Source: an optimization exercise on an open RTL-to-GDS flow (aim: small area, a short achievable clock period and few clock cycles). Production flows keep margins and buffers that such runs may drop. At most, simulation tests tie the RTL to the original design; equivalence was not proved. Function not checked in run 2: the RTL went through the layout flow alone. No activity file was given, so power comes from the tool's default toggle rates.

==> flow/design.v, too long to show whole: its modules and the start of the top module <==
// module requant_argmax_pipe: 1303 lines
module requant_argmax_pipe #(
  parameter int ACC_W       = 25,
  parameter int OUT_W       = 8,
  parameter int MULT_W      = 16,
  parameter int SHIFT_W     = 5,
  parameter int NUM_CLASSES = 10,
  parameter int IDX_W       = $clog2(NUM_CLASSES)
) (
  input  logic                     clk,
  input  logic                     rst_n,
  input  logic                     cfg_load,
  input  logic signed [ACC_W-1:0]  cfg_bias,
  input  logic        [MULT_W-1:0] cfg_mult,
  input  logic       [SHIFT_W-1:0] cfg_shift,
  input  logic                     cfg_round,
  input  logic signed [OUT_W-1:0]  cfg_offset,
  input  logic signed [OUT_W-1:0]  cfg_min,
  input  logic signed [OUT_W-1:0]  cfg_max,
  output logic                     busy,
  input  logic                     in_valid,
  output logic                     in_ready,
  input  logic signed [ACC_W-1:0]  in_data,
  input  logic                     in_last,
  output logic                     out_valid,
  input  logic                     out_ready,
  output logic signed [OUT_W-1:0]  out_data,
  output logic                     out_last,
  output logic                     argmax_valid,
  output logic        [IDX_W-1:0]  argmax_idx,
  output logic signed [OUT_W-1:0]  argmax_val
);
  // ...
==> flow/flow/run.sh <==
#!/bin/bash
# The standard ORFS layout (standard.sh), with two changes to how it is
# made: repair_timing aims for 8.5 ns of setup slack at the design's clock
# period, and the port buffers are buf_2.
set -euo pipefail
bash standard.sh SETUP_SLACK_MARGIN=8.5 "BUFFER_PORTS_ARGS=-buffer_cell sky130_fd_sc_hd__buf_2" finish > standard_flow.log 2>&1
==> flow/standard.sh <==
#!/bin/bash
# synth_recipe.tcl (not shown) runs the flow's synth.tcl, then flattens the netlist and writes it again
# the make line also repeats each setting of config.mk as NAME=value (left out here)
make -C /OpenROAD-flow-scripts/flow DESIGN_CONFIG=/design/flow/config.mk WORK_HOME=/design/flow/orfs CLKGATE_MAP_FILE= SYNTH_SCRIPT=/design/flow/synth_recipe.tcl "${@:-finish}"
==> flow/config.mk <==
export PLATFORM = sky130hd
export DESIGN_NAME = requant_argmax_pipe
export DESIGN_NICKNAME = requant_argmax_pipe
export VERILOG_FILES = /design/flow/design.v
export SDC_FILE = /design/flow/constraint.sdc
export NUM_CORES = 4
export LEC_CHECK = 0
export CAP_MARGIN = 20
export CORE_MARGIN = 2
export CORE_UTILIZATION = 40
export SLEW_MARGIN = 20
==> flow/constraint.sdc <==
create_clock -name core_clock -period 12.0 [get_ports {clk}]
set_input_delay 2.4000 -clock core_clock [delete_from_list [all_inputs] [get_ports {clk}]]
set_output_delay 2.4000 -clock core_clock [all_outputs]
set_load 0.01 [all_outputs]
==> qor_table.md, run 1 <==
| Group | Item | Reported |
| --- | --- | --- |
| clocking | Root Buffer | clkbuf_16 |
| run status | Status | timing/DRC/antenna clean |
| critical path | Slowest cell on the critical path | fa_2 |
| critical path | Source of the critical timing path | out_ready |
| drt | Total number of vias | 21486 |
| layout | Non-clock buffer total of the final layout | 190 |
| timing | Highest attainable clock frequency | 0.280 GHz |
| pwr | Relative contribution of combinational cells to total power | 0.605 |
| floorplan | Die Span X | 264 µm |
| layout | Biggest register | buf_q |
| layout | Area fraction of clock buffers and clock inverters | 0.0454 |
| pwr | Total internal power | 4.42 mW |
| synth | Leading area contributor after synthesis | dfxtp_1 |
| pwr | Clock network fraction of design power | 0.159 |
| drt | Routed length per instance | 20.4 µm |
| synth | Register area share after synthesis | 0.283 |
| critical path | CP top delay family | adder cells |
| hold path | Worst hold path cell count | 0 |
| synth | Top FF cell, synth | dfxtp_1 |
| pwr | Total clock network power | 1.28 mW |
| clocking | Post-CTS sizing | 92 |
| layout | Total area of sequential cells | 0.00776 mm² |
| layout | Largest registers | buf_q (45), pa_q (42), pb_q (41) |
| synth | Most common library cells after synthesis | dfxtp_1 (303), nand2_1 (270), inv_1 (258), a22oi_1 (207), xnor2_1 (192) |
| pwr | Switching component of the power | 3.62 mW |
| timing | Final Skew | 0.0312 ns |
Testbench counts, summed over its fixed seeds: cycles 9,640.
==> run 2, diff against run 1 <==
--- a/flow/design.v
+++ b/flow/design.v
@@ -72,23 +72,22 @@
       bneg_q   <= bneg_d;
       shift_q  <= cfg_shift;
       rc_q     <= cfg_round && (cfg_shift != '0);
       offset_q <= cfg_offset;
       min_q    <= cfg_min;
       max_q    <= cfg_max;
     end
   end
-  logic signed [24:0] d_q;
   logic signed [25:0] s_q;
   logic        [41:0] pa_q, pb_q;
   logic        [10:0] u_q;
   logic               fits_q, sgn_q;
-  logic               vd_q, vs_q, vt_q, vu_q;
-  logic               ld_q, ls_q, lt_q, lu_q;
+  logic               vs_q, vt_q, vu_q;
+  logic               ls_q, lt_q, lu_q;
   logic signed [25:0] s;
   logic        [41:0] pa, pb;
   logic        [8:0]  mul_one;
   logic        [7:0]  mul_two, mul_neg;
   assign s = s_q;
   assign mul_one = bone_q;
   assign mul_two = btwo_q;
   assign mul_neg = bneg_q;
@@ -1189,36 +1188,34 @@
     t9     = u_q[8:0] + {offset_q, rc_q};
     gt     = $signed({u_q[10], u_q}) >= hi_q;
     lt     = $signed({u_q[10], u_q}) < lo_q;
     selmax = mm_q || (!fits_q && !sgn_q) || (fits_q && gt);
     selmin = (!fits_q && sgn_q) || (fits_q && lt);
     res    = selmax ? max_q : selmin ? min_q : t9[8:1];
   end
   always_ff @(posedge clk) begin
-    d_q    <= in_data;
-    ld_q   <= in_last;
-    s_q    <= d_q + bias_q;
-    ls_q   <= ld_q;
+    s_q    <= in_data + bias_q;
+    ls_q   <= in_last;
     pa_q   <= pa;
     pb_q   <= pb;
     lt_q   <= ls_q;
     u_q    <= u[10:0];
     fits_q <= fits_d;
     sgn_q  <= p[41];
     lu_q   <= lt_q;
     hi_q   <= hi_d;
     lo_q   <= lo_d;
     mm_q   <= min_q > max_q;
   end
   logic              rdy_q, busy_q;
   logic        [2:0] n_q, n_d;
   logic              acc, dlv, ld_head, hv_q, hl_q;
   logic signed [7:0] hd_q;
-  logic        [8:0] buf_q [0:4];
+  logic        [8:0] buf_q [0:3];
   logic        [2:0] rp_q, wp_q, bc_q;
   logic              to_buf, from_buf;
   logic        [8:0] bhead;
   assign in_ready  = rdy_q;
   assign busy      = busy_q;
   assign out_valid = hv_q;
   assign out_data  = hd_q;
   assign out_last  = hl_q;
@@ -1231,35 +1228,33 @@
     to_buf   = vu_q && !(ld_head && bc_q == '0);
     bhead    = buf_q[rp_q];
   end
   always_ff @(posedge clk) begin
     if (!rst_n) begin
       n_q    <= '0;
       rdy_q  <= 1'b1;
       busy_q <= 1'b0;
-      vd_q   <= 1'b0;
       vs_q   <= 1'b0;
       vt_q   <= 1'b0;
       vu_q   <= 1'b0;
       hv_q   <= 1'b0;
       rp_q   <= '0;
       wp_q   <= '0;
       bc_q   <= '0;
     end else begin
       n_q    <= n_d;
-      rdy_q  <= n_d <= 3'd5;
+      rdy_q  <= n_d <= 3'd4;
       busy_q <= n_d != '0;
-      vd_q   <= acc;
-      vs_q   <= vd_q;
+      vs_q   <= acc;
       vt_q   <= vs_q;
       vu_q   <= vt_q;
       if (ld_head) hv_q <= (bc_q != '0) || vu_q;
-      if (from_buf) rp_q <= (rp_q == 3'd4) ? '0 : rp_q + 3'd1;
-      if (to_buf)   wp_q <= (wp_q == 3'd4) ? '0 : wp_q + 3'd1;
+      if (from_buf) rp_q <= 3'(rp_q[1:0] + 2'd1);
+      if (to_buf)   wp_q <= 3'(wp_q[1:0] + 2'd1);
       bc_q <= bc_q + 3'(to_buf) - 3'(from_buf);
     end
   end
   always_ff @(posedge clk) begin
     if (ld_head) begin
       hd_q <= from_buf ? bhead[8:1] : res;
       hl_q <= from_buf ? bhead[0] : lu_q;
     end
==> qor_table.md, run 2 <==
| Group | Item | Reported | Change |
| --- | --- | --- | --- |
| drt | Drt via density | 5.72 |  |
| synth | Cells after synthesis | 2930 |  |
| synth | Top FF cell, synth | dfxtp_1 |  |
| timing | Setup_tns | 0 ns |  |
| clocking | Number of buffers added by the clock tree synthesis step | 37 |  |
| floorplan | Die Outline Area | 0.0686 mm² |  |
| synth | Leading area contributor after synthesis | dfxtp_1 |  |
| placed design | Final RePlAce weighted congestion | 0.872 |  |
| placed design | Worst-case setup slack after placement | 6.63 ns |  |
| floorplan | Vert. Die Dim | 262 µm |  |
| synth | Total number of yosys warnings | 1 |  |
| layout | Biggest register | pa_q |  |
| synth | Number of storage elements in the synthesis netlist | 318 |  |
| pwr | Leakage Power | 13.2 nW |  |
| synth | Area fraction of the dominant cell type after synthesis | 0.205 |  |
| hold path | Class of the most critical hold timing path | reg2reg |  |
| timing | Least setup slack across all paths after layout | 7.64 ns |  |
| layout | Final-stage net count | 3457 |  |
| synth | Most common library cells after synthesis | nand2_1 (297), dfxtp_1 (273), inv_1 (254), a22oi_1 (204) |  |
| synth | Count of flip-flops with a built-in enable after synthesis | 45 |  |
| synth | Mapped Avg Cell Area | 9.08 µm² |  |
| floorplan | Die Span X | 262 µm | -0.96% |
| placed design | Input/output buffers | 126 |  |
| global routing | Overflow left after global routing | 0 |  |
| timing | Max-slew headroom at the worst pin | 0.360 |  |
| layout | Filler instances | 6047 |  |
| layout | Area Growth Syn to Fin | 17.7% |  |
| floorplan | Row count | 94 |  |
| timing | Slew @ Worst Pin | 0.959 ns |  |
| drt | Number of nets with antenna violations after detailed routing | 0 |  |
| floorplan | Core ar. | 0.0657 mm² |  |
| drt | Routed length per instance | 20.8 µm | +2.1% |
| critical path | Crit path capture type | flop |  |
| critical path | Critical path type | in2reg |  |
| timing | Max Transition Viols Final | 0 |  |
| clocking | Number of hold buffers added after cts | 0 |  |
| critical path | Maximum fanout along the worst path | 3 |  |
| drt | Total wire length after detailed routing | 81200 µm |  |
| timing | Clock period minus worst slack | 4.36 ns |  |
| timing | Final Skew | 0.0276 ns | -0.00357 ns |
| timing | Number of failing setup endpoints in the final timing report | 0 |  |
| timing | Post-route fraction of the period consumed by the critical path | 0.363 |  |
| floorplan | I/O pin cnt | 127 |  |
| run status | Status | timing/DRC/antenna clean |  |
| layout | Most used cells in the layout excluding fill and tap cells | nand2_1 (293), inv_1 (245), dfxtp_1 (237), a22oi_1 (202), fa_1 (171) |  |
| pwr | Final Power | 8.27 mW |  |
| critical path | Buf/Inv on CP | 4 |  |
| critical path | Cell repeated most along the worst path | o211ai_1 |  |
| global routing | Global-route track usage on met2 | 0.391 |  |
| synth | Net count after synthesis | 3380 |  |
| timing | Highest attainable clock frequency | 0.230 GHz | -18% |
| pwr | Peak supply drop | 0.132 mV |  |
| synth | Async SR Flop Fraction | 0 |  |
| critical path | Setup crit start kind | primary input |  |
| global routing | Met3 usage in global routing | 0.0382 |  |
| layout | Ant diodes | 0 |  |
| layout | Count of placed standard cells in the final layout, fillers left out | 3898 |  |
| job | Max cap viols | 0 |  |
| drt | Total DRC errors in the routed layout | 0 |  |
| synth | Most common cell in the netlist | nand2_1 |  |
| clocking | Clock slew at reported path FFs | 0.06 ns |  |
| global routing | Total routing resource utilization after global routing | 0.231 |  |
| global routing | Met1 global-route usage | 0.293 |  |
| timing | Setup repair after global routing missed its margin | yes |  |
| global routing | Global-route layer with the greatest usage | met2 |  |
| synth | Top cells by area in the synthesized netlist | dfxtp_1 (21%), fa_1 (13%), ha_1 (8.2%) |  |
| global routing | Via count of the first global-routing pass | 22928 |  |
| pwr | Pwr per Cell Area | 264 mW/mm² |  |
| clocking | Total clock sinks | 318 |  |
| layout | Fraction of layout cells with a size suffix above 1 | 0.210 |  |
| synth | Count of distinct cell types in the synthesized netlist | 110 |  |
| layout | Largest registers | pa_q (42), pb_q (41), buf_q (36) |  |
| synth | Register area share after synthesis | 0.256 | -0.0271 |
| clocking | CTS tree | done |  |
| floorplan | Starting Density | 0.405 |  |
| critical path | CP top delay family | compound AO/OA/AOI/OAI gates |  |
| global routing | Number of antenna violations at the first check in global routing | 1 |  |
| synth | Post-synthesis instance area | 0.0266 mm² |  |
| clocking | Maximum level of the CTS H-tree | 2 |  |
| layout | Largest register FFs | 42 |  |
| timing | Final Hold Violating Endpoints | 0 |  |
| critical path | Data arrival at the endpoint of the critical path | 4.80 ns |  |
| critical path | Slowest cell on the critical path | fa_2 |  |
| critical path | Worst endpoint required time | 12.44 ns |  |
| drt | Number of detailed-routing iterations run before antenna repair | 6 |  |
| drt | DRC marker count from the first detailed-route iteration | 1646 |  |
| drt | Total number of vias | 22284 | +3.7% |
| critical path | Crit path cell chain | buf_8, ha_4, inv_2, fa_2, nor2b_2, o21ai_2, a21boi_2, o211ai_1, a21oi_2, o211ai_1, a211oi_2, buf_4, buf_6, o21a_1, nor2_1, xnor2_1 |  |
| critical path | Delay of the slowest critical-path stage | 0.34 ns |  |
| clocking | Root Buffer | clkbuf_16 |  |
| clocking | Insertion delay of the later-clocked pin in the worst-skew pair | 0.58 ns |  |
| layout | Commonest non-fill, non-tap cell in the layout | nand2_1 |  |
| placed design | Post-DP HPWL | 54800 µm |  |
| clocking | Maximum clock path buffer count | 3 |  |
| global routing | Largest net degree at the start of global routing | 124 |  |
| global routing | Global-route wire length before repair | 126000 µm |  |
| placed design | Number of cells in the design after placement | 3727 |  |
| layout | Share of the core filled with cells in the final layout | 0.476 |  |
run 2: cells by family (layout without fill, tap and decap cells):
kind of cell / Yosys count / count (layout) / synth area share
xor+xnor: 301 / 301 / 0.100
mux: 87 / 87 / 0.0439
fa+ha+maj: 350 / 350 / 0.214
simple gates: 640 / 641 / 0.114
compound gates: 750 / 750 / 0.202
buf+inv: 484 / 587 / 0.0697
flops: 318 / 318 / 0.256
run 2: cell type report:
cell class | instances | area (µm²) | share of cell area
Clock buffer | 46 | 1020 | 0.0326
Clock inverter | 20 | 209 | 0.00667
Inverter | 258 | 1000 | 0.0320
Multi-Input combinational cell | 2129 | 19300 | 0.617
Sequential cell | 318 | 6890 | 0.220
Tap cell | 864 | 1080 | 0.0345
Timing Repair Buffer | 262 | 1770 | 0.0566
Timing Repair inverter | 1 | 5.00 | 0.000160
run 2: what timing repair did:
action                                  4_1_cts  5_1_grt
gates cloned                                  0        2
pin swaps                                    78       60
setup buffers                                76       27
endpoints found under the setup margin      111      152
resized for setup                           198      109
run 2: per-layer routing:
metal	wire length, µm	vias to the layer above
met4	2720	0
li1	-	10285
met2	39200	894
met1	33600	10889
met5	0	-
met3	5730	216
run 2: worst paths after layout:
| check | start | to | slack, ns | depth (start not counted) |
|---|---|---|---|---|
| max | in_data[0] | s_q[18]$_DFF_P_ | 7.64 | 16 |
| min | lt_q$_DFF_P_ | lu_q$_DFF_P_ | 0.33 | 0 |
| max reg2reg | s_q[24]$_DFF_P_ | pa_q[29]$_DFF_P_ | 8.24 | 7 |
| min reg2reg | lt_q$_DFF_P_ | lu_q$_DFF_P_ | 0.33 | 0 |
run 2: per-stage QoR:
stage,area (µm²),hold WS (ns)
2_1_floorplan,26900,0.310
3_3_place_gp,27900,0.311
3_5_place_dp,27900,0.312
4_1_cts,30700,0.327
5_1_grt,31300,0.338
6_report,31300,0.330
run 2: report_power, final:
| group | switching, mW | leakage (nW) | total [mW] | internal, mW |
|---|---|---|---|---|
| logic | 3.03 | 9.91 | 5.41 | 2.38 |
| registers | 0.296 | 2.68 | 1.72 | 1.42 |
| clock network | 0.480 | 0.602 | 1.14 | 0.658 |
run 2: worst reg2reg max path, delay by kind of cell, from the launching register on:
kind            cells  cell delay, ns
flops               1            0.94
xor+xnor            1            0.22
fa+ha+maj           4            2.17
buf+inv             1            0.07
compound gates      1            0.19

## port drivers added, routing unchanged
How much do the figures lean on ideal ports? The routed layouts below were timed once more, with nothing changed but the port constraints.
Step 1: set_driving_cell puts a clkbuf_16 on clk and a buf_2 on each other input, an assumption about the parent block.
Step 2 times the ports against the registers' clock, not the clock port: input delays grow and output delays shrink by t, the midpoint of the rising clock arrivals with the driver on.
Slacks: ideal / step 1 / step 2; pairs: ideal / step 1.
run | t, ns | slack for setup (ns) | latest minus earliest clock arrival (ns) | pins driven straight from the clock port
run 1 | 0.633 | 8.428 / 8.363 / 7.826 | 0.032 / 0.032 | 1
run 2 | 0.631 | 7.644 / 7.655 / 7.024 | 0.030 / 0.030 | 1
After both steps setup and hold are still met in every run listed. For run 2, which loses most, drivers alone change the setup slack by +0.011 ns; drivers and shift together by -0.620 ns.
